This design comes from an exercise in tuning for small area and a short achievable clock period on the open sky130 flow, not from production work.
In this exercise RTL edits were held to simulation tests only and were not proved equivalent to the original.
Power and IR drop assume default switching activity.

==> 02-09: inputs <==
// ama_riscv_icache_resp
module ama_riscv_icache_resp #(
    parameter int unsigned SETS       = 16,
    parameter int unsigned LINE_WORDS = 4
) (
    input  logic                       clk,
    input  logic                       rst,
    input  logic                       imem_req_valid_i,
    output logic                       imem_req_ready_o,
    input  logic [31:0]                imem_req_data_i,
    output logic                       imem_rsp_valid_o,
    input  logic                       imem_rsp_ready_i,
    output logic [31:0]                imem_rsp_data_o,
    output logic                       mem_req_valid_o,
    input  logic                       mem_req_ready_i,
    output logic [31:0]                mem_req_data_o,
    input  logic                       mem_rsp_valid_i,
    output logic                       mem_rsp_ready_o,
    input  logic [32*LINE_WORDS-1:0]   mem_rsp_data_i,
    input  logic                       inv_all_i,
    output logic [31:0]                hit_cnt_o,
    output logic [31:0]                miss_cnt_o
);
==> module ama_riscv_icache_resp, before the edit <==
module ama_riscv_icache_resp #(
    parameter int unsigned SETS       = 16,
    parameter int unsigned LINE_WORDS = 4
) (
    input  logic                       clk,
    input  logic                       rst,
    input  logic                       imem_req_valid_i,
    output logic                       imem_req_ready_o,
    input  logic [31:0]                imem_req_data_i,
    output logic                       imem_rsp_valid_o,
    input  logic                       imem_rsp_ready_i,
    output logic [31:0]                imem_rsp_data_o,
    output logic                       mem_req_valid_o,
    input  logic                       mem_req_ready_i,
    output logic [31:0]                mem_req_data_o,
    input  logic                       mem_rsp_valid_i,
    output logic                       mem_rsp_ready_o,
    input  logic [32*LINE_WORDS-1:0]   mem_rsp_data_i,
    input  logic                       inv_all_i,
    output logic [31:0]                hit_cnt_o,
    output logic [31:0]                miss_cnt_o
);
    localparam int unsigned OFF_W  = $clog2(LINE_WORDS);
    localparam int unsigned IDX_W  = $clog2(SETS);
    localparam int unsigned TAG_W  = 32 - 2 - OFF_W - IDX_W;
    localparam int unsigned LINE_W = 32 * LINE_WORDS;
    logic               mreq_valid_q, mrsp_ready_q, refill_q, inv_pend_q;
    logic               rsp_valid_q;
    logic               acc_st_q;       
    logic               acc_free_q;     
    logic [SETS-1:0]    valid_q;
    logic [31:0]        hit_cnt_q, miss_cnt_q;
    logic [TAG_W-1:0]   addr_tag_q;
    logic [IDX_W-1:0]   addr_idx_q;
    logic [OFF_W-1:0]   addr_off_q;
    logic [31:0]        rsp_data_q;
    logic [TAG_W-1:0]   tag_q  [SETS];
    logic [LINE_W-1:0]  data_q [SETS];
    logic [TAG_W-1:0]   req_tag;
    logic [IDX_W-1:0]   req_idx;
    logic [OFF_W-1:0]   req_off;
    logic               unused_byte_off;
    assign req_tag         = imem_req_data_i[31 -: TAG_W];
    assign req_idx         = imem_req_data_i[2+OFF_W +: IDX_W];
    assign req_off         = imem_req_data_i[2 +: OFF_W];
    assign unused_byte_off = ^imem_req_data_i[1:0];
    logic req_ready, req_acc, lookup_hit, acc_hit, acc_miss;
    logic mreq_fire, mrsp_fire, rsp_hold;
    assign req_ready  = acc_free_q | (acc_st_q & imem_rsp_ready_i);
    assign req_acc    = imem_req_valid_i & req_ready;
    assign acc_hit    = req_acc & lookup_hit;
    assign acc_miss   = req_acc & ~lookup_hit;
    assign mreq_fire  = mreq_valid_q & mem_req_ready_i;
    assign mrsp_fire  = mrsp_ready_q & mem_rsp_valid_i;
    assign rsp_hold   = rsp_valid_q & ~imem_rsp_ready_i;
    logic [SETS-1:0]       idx_oh;
    logic [LINE_WORDS-1:0] off_oh;
    logic [31:0]           lookup_word, refill_word;
    always_comb begin
        for (int i = 0; i < int'(SETS); i++)
            idx_oh[i] = (req_idx == IDX_W'(i));
        for (int w = 0; w < int'(LINE_WORDS); w++)
            off_oh[w] = (req_off == OFF_W'(w));
        lookup_word = '0;
        for (int i = 0; i < int'(SETS); i++)
            for (int w = 0; w < int'(LINE_WORDS); w++)
                lookup_word = lookup_word |
                    ({32{idx_oh[i] & off_oh[w]}} & data_q[i][w*32 +: 32]);
        refill_word = mem_rsp_data_i[addr_off_q*32 +: 32];
    end
    logic [SETS-1:0] set_eq;
    always_comb begin
        for (int i = 0; i < int'(SETS); i++)
            set_eq[i] = valid_q[i] && (tag_q[i] == req_tag);
        lookup_hit = |(set_eq & idx_oh);
    end
    logic mreq_valid_d, mrsp_ready_d, refill_d, rsp_valid_d, acc_st_d;
    logic inv_clear;
    assign mreq_valid_d = acc_miss | (mreq_valid_q & ~mem_req_ready_i);
    assign mrsp_ready_d = mreq_fire | (mrsp_ready_q & ~mem_rsp_valid_i);
    assign refill_d     = mrsp_fire;
    assign rsp_valid_d  = acc_hit | mrsp_fire | (rsp_hold & ~acc_miss);
    assign acc_st_d     = ~(mreq_valid_d | mrsp_ready_d);
    assign inv_clear    = acc_st_q & (inv_all_i | (refill_q & inv_pend_q));
    always_ff @(posedge clk or posedge rst) begin
        if (rst) begin
            mreq_valid_q <= 1'b0;
            mrsp_ready_q <= 1'b0;
            refill_q     <= 1'b0;
            inv_pend_q   <= 1'b0;
            rsp_valid_q  <= 1'b0;
            acc_st_q     <= 1'b1;
            acc_free_q   <= 1'b1;
            valid_q      <= '0;
            hit_cnt_q    <= '0;
            miss_cnt_q   <= '0;
        end else begin
            mreq_valid_q <= mreq_valid_d;
            mrsp_ready_q <= mrsp_ready_d;
            refill_q     <= refill_d;
            inv_pend_q   <= ~refill_q & (inv_pend_q | (~acc_st_q & inv_all_i));
            rsp_valid_q  <= rsp_valid_d;
            acc_st_q     <= acc_st_d;
            acc_free_q   <= acc_st_d & ~rsp_valid_d;
            for (int i = 0; i < int'(SETS); i++) begin
                if (inv_clear)
                    valid_q[i] <= 1'b0;
                else if (mrsp_fire && addr_idx_q == IDX_W'(i))
                    valid_q[i] <= 1'b1;
            end
            if (acc_hit)
                hit_cnt_q <= hit_cnt_q + 32'd1;
            if (acc_miss)
                miss_cnt_q <= miss_cnt_q + 32'd1;
        end
    end
    always_ff @(posedge clk) begin
        if (acc_st_q) begin
            addr_tag_q <= req_tag;
            addr_idx_q <= req_idx;
            addr_off_q <= req_off;
        end
    end
    always_ff @(posedge clk) begin
        if (!rsp_hold)
            rsp_data_q <= mrsp_ready_q ? refill_word : lookup_word;
    end
    always_ff @(posedge clk) begin
        for (int i = 0; i < int'(SETS); i++) begin
            if (mrsp_ready_q && addr_idx_q == IDX_W'(i)) begin
                tag_q[i]  <= addr_tag_q;
                data_q[i] <= mem_rsp_data_i;
            end
        end
    end
    assign imem_req_ready_o = req_ready;
    assign imem_rsp_valid_o = rsp_valid_q;
    assign imem_rsp_data_o  = rsp_data_q;
    assign mem_req_valid_o  = mreq_valid_q;
    assign mem_req_data_o   = {addr_tag_q, addr_idx_q, (OFF_W+2)'(0)};
    assign mem_rsp_ready_o  = mrsp_ready_q;
    assign hit_cnt_o        = hit_cnt_q;
    assign miss_cnt_o       = miss_cnt_q;
endmodule
Settings: LEC_CHECK=0, CAP_MARGIN=20, CORE_MARGIN=2, CORE_UTILIZATION=40, SLEW_MARGIN=20; clock period 4.0 ns.
run.sh (not shown) runs the stock make flow with config.mk's settings and CLKGATE_MAP_FILE= SYNTH_SCRIPT=/design/flow/synth_recipe.tcl, a recipe that flattens the netlist after the stock synthesis.
==> 11-22: changes against 02-09 <==
--- a/flow/design.v
+++ b/flow/design.v
@@ -69,10 +69,19 @@
         refill_word = mem_rsp_data_i[addr_off_q*32 +: 32];
     end
-    logic [SETS-1:0] set_eq;
-    always_comb begin
-        for (int i = 0; i < int'(SETS); i++)
-            set_eq[i] = valid_q[i] && (tag_q[i] == req_tag);
-        lookup_hit = |(set_eq & idx_oh);
-    end
+    logic [SETS-1:0] set_eq, hit_idx_oh;
+    for (genvar i = 0; i < int'(SETS); i++) begin : g_cmp
+        ama_riscv_icache_tag_eq #(.W(TAG_W)) u_eq (
+            .a(tag_q[i]), .b(req_tag), .eq(set_eq[i])
+        );
+    end
+    ama_riscv_icache_dec #(.W(IDX_W)) u_hit_dec (.sel(req_idx), .oh(hit_idx_oh));
+    logic [SETS/4-1:0] hit_grp_n;
+    for (genvar g = 0; g < int'(SETS/4); g++) begin : g_hit
+        ama_riscv_icache_hit_sel4 u_sel (
+            .eq(set_eq[4*g +: 4]), .valid(valid_q[4*g +: 4]),
+            .oh(hit_idx_oh[4*g +: 4]), .hit_n(hit_grp_n[g])
+        );
+    end
+    assign lookup_hit = ~&hit_grp_n;
     logic mreq_valid_d, mrsp_ready_d, refill_d, rsp_valid_d, acc_st_d;
     logic inv_clear;
@@ -83,4 +92,7 @@
     assign acc_st_d     = ~(mreq_valid_d | mrsp_ready_d);
     assign inv_clear    = acc_st_q & (inv_all_i | (refill_q & inv_pend_q));
+    logic [31:0] hit_cnt_inc, miss_cnt_inc;
+    ama_riscv_icache_inc32 u_hit_inc  (.q(hit_cnt_q),  .q1(hit_cnt_inc));
+    ama_riscv_icache_inc32 u_miss_inc (.q(miss_cnt_q), .q1(miss_cnt_inc));
     always_ff @(posedge clk or posedge rst) begin
         if (rst) begin
@@ -110,7 +122,7 @@
             end
             if (acc_hit)
-                hit_cnt_q <= hit_cnt_q + 32'd1;
+                hit_cnt_q <= hit_cnt_inc;
             if (acc_miss)
-                miss_cnt_q <= miss_cnt_q + 32'd1;
+                miss_cnt_q <= miss_cnt_inc;
         end
     end
@@ -143,2 +155,53 @@
     assign miss_cnt_o       = miss_cnt_q;
 endmodule
+module ama_riscv_icache_tag_eq #(
+    parameter int unsigned W = 24
+) (
+    input  logic [W-1:0] a,
+    input  logic [W-1:0] b,
+    output logic         eq
+);
+    localparam int unsigned G = (W + 3) / 4;
+    logic [G-1:0] grp;
+    for (genvar g = 0; g < int'(G); g++) begin : g_grp
+        localparam int unsigned LO = 4 * g;
+        localparam int unsigned HI = (4 * g + 3 < W) ? 4 * g + 3 : W - 1;
+        ama_riscv_icache_eq4 #(.W(HI - LO + 1)) u_eq4 (
+            .a(a[HI:LO]), .b(b[HI:LO]), .eq(grp[g])
+        );
+    end
+    assign eq = &grp;
+endmodule
+module ama_riscv_icache_eq4 #(
+    parameter int unsigned W = 4
+) (
+    input  logic [W-1:0] a,
+    input  logic [W-1:0] b,
+    output logic         eq
+);
+    assign eq = (a == b);
+endmodule
+module ama_riscv_icache_dec #(
+    parameter int unsigned W = 4
+) (
+    input  logic [W-1:0]      sel,
+    output logic [(1<<W)-1:0] oh
+);
+    always_comb
+        for (int i = 0; i < (1 << W); i++)
+            oh[i] = (sel == W'(i));
+endmodule
+module ama_riscv_icache_hit_sel4 (
+    input  logic [3:0] eq,
+    input  logic [3:0] valid,
+    input  logic [3:0] oh,
+    output logic       hit_n
+);
+    assign hit_n = ~|(eq & valid & oh);
+endmodule
+module ama_riscv_icache_inc32 (
+    input  logic [31:0] q,
+    output logic [31:0] q1
+);
+    assign q1 = q + 32'd1;
+endmodule
==> flow/flow/run.sh (new file) <==
#!/bin/bash
# The standard layout (the standard.sh, unchanged synthesis and steps), except that
# the port buffers that global placement inserts are plain buffers (buf_2) rather than
# the cell buffer_ports picks by default (a slow delay buffer).
set -euo pipefail
export BUFFER_PORTS_ARGS="-buffer_cell sky130_fd_sc_hd__buf_2"
bash standard.sh finish > standard_flow.log 2>&1
==> flow/standard.sh (new file) <==
#!/bin/bash
# synth_recipe.tcl (not shown) runs the flow's synth.tcl, then flattens the netlist and writes it again
# the make line also repeats each setting of config.mk as NAME=value (left out here)
make -C /OpenROAD-flow-scripts/flow DESIGN_CONFIG=/design/flow/config.mk WORK_HOME=/design/flow/orfs CLKGATE_MAP_FILE= SYNTH_SCRIPT=/design/flow/synth_recipe.tcl "${@:-finish}"
--- a/flow/config.mk
+++ b/flow/config.mk
@@ -8,4 +8,10 @@
 export CAP_MARGIN = 20
 export CORE_MARGIN = 2
-export CORE_UTILIZATION = 40
+export CORE_UTILIZATION = 60
+export CTS_BUF_LIST = sky130_fd_sc_hd__clkbuf_8 sky130_fd_sc_hd__clkbuf_16
+export CTS_CLUSTER_DIAMETER = 80
+export CTS_CLUSTER_SIZE = 24
+export SETUP_SLACK_MARGIN = 2.5
 export SLEW_MARGIN = 20
+export SYNTH_HIERARCHICAL = 1
+export TNS_END_PERCENT = 5
removed: flow/run.sh
==> metrics.md <==
| Metric | Value |
|---|---|
| Post-CTS resize count | `287` |
| Placed Area | `106100 um^2` |
| Final #Nets | `6486` |
| Sequential power share | `60.1%` |
| Filler instances | `roughly 10000` |
| Final core occ | `approximately 71%` |
| H-tree levels | `4` |
| Met1 Use GR | `55.44%` |
| Synth Area per Inst | `approximately 18 um^2` |
| Pwr Total | `53.75 mW` |
| Critical path endpoint category | `register` |
| Status | `timing/DRC/antenna clean` |
| Metal-1 WL | `around 120000 um` |
| Max frequency | `between 300 and 400 MHz` |
| Top cell type's share of synthesized area | `between 70% and 80%` |
| NonClk Buf Share | `8.268%` |
| Multi-input gates | `approximately 2600` |
Source of the figures above: 11-22

==> metrics.md <==
| Metric | Value |
|---|---|
| # port buffers | `292` |
| Placed Area | `108900 um^2` |
| Critical path endpoint category | `output port` |
| Sequential power share | `51.4%` |
| Multi-input gates | `2443` |
| H-tree levels | `5` |
| Post-CTS resize count | `0` |
| Max frequency | `281.8 MHz` |
| Design Area, Final | `117500 um^2` |
| Metal-1 WL | `129100 um` |
| Status | `timing/DRC/antenna clean` |
| Filler instances | `19525` |
| Final core occ | `49.33%` |
| ANT cells | `14` |
| XOR/XNOR share of the synthesized area | `4.079%` |
| Final #Nets | `6411` |
| Pwr Total | `approximately 63 mW` |
Source of the figures above: 02-09

-- afterwards: timing with drivers on the ports --
The flow's constraints put no driver on any port. The routed layouts listed below were extracted and timed again, unchanged, in two steps.
Step 1 assumes that a clkbuf_16 drives the clock port and a buf_2 every other input.
Step 2, shift: input delay + t, output delay - t, t = (earliest + latest rising clock arrival at the registers) / 2. This alone moves slack from input paths to output paths.
a / b / c = ideal ports / drivers / drivers and shift; a / b = the first two.
run | t, ns | setup slack, ns | worst data-port slew with drivers (ns)
02-09 | 0.992 | 0.451 / 0.356 / -0.439 | 0.24
11-22 | 0.883 | 1.155 / 1.155 / 0.348 | 0.15
Met with ideal ports but missed after step 2: setup timing in 02-09. For 02-09, which loses most, drivers alone change the setup slack by -0.095 ns; drivers and shift together by -0.890 ns.
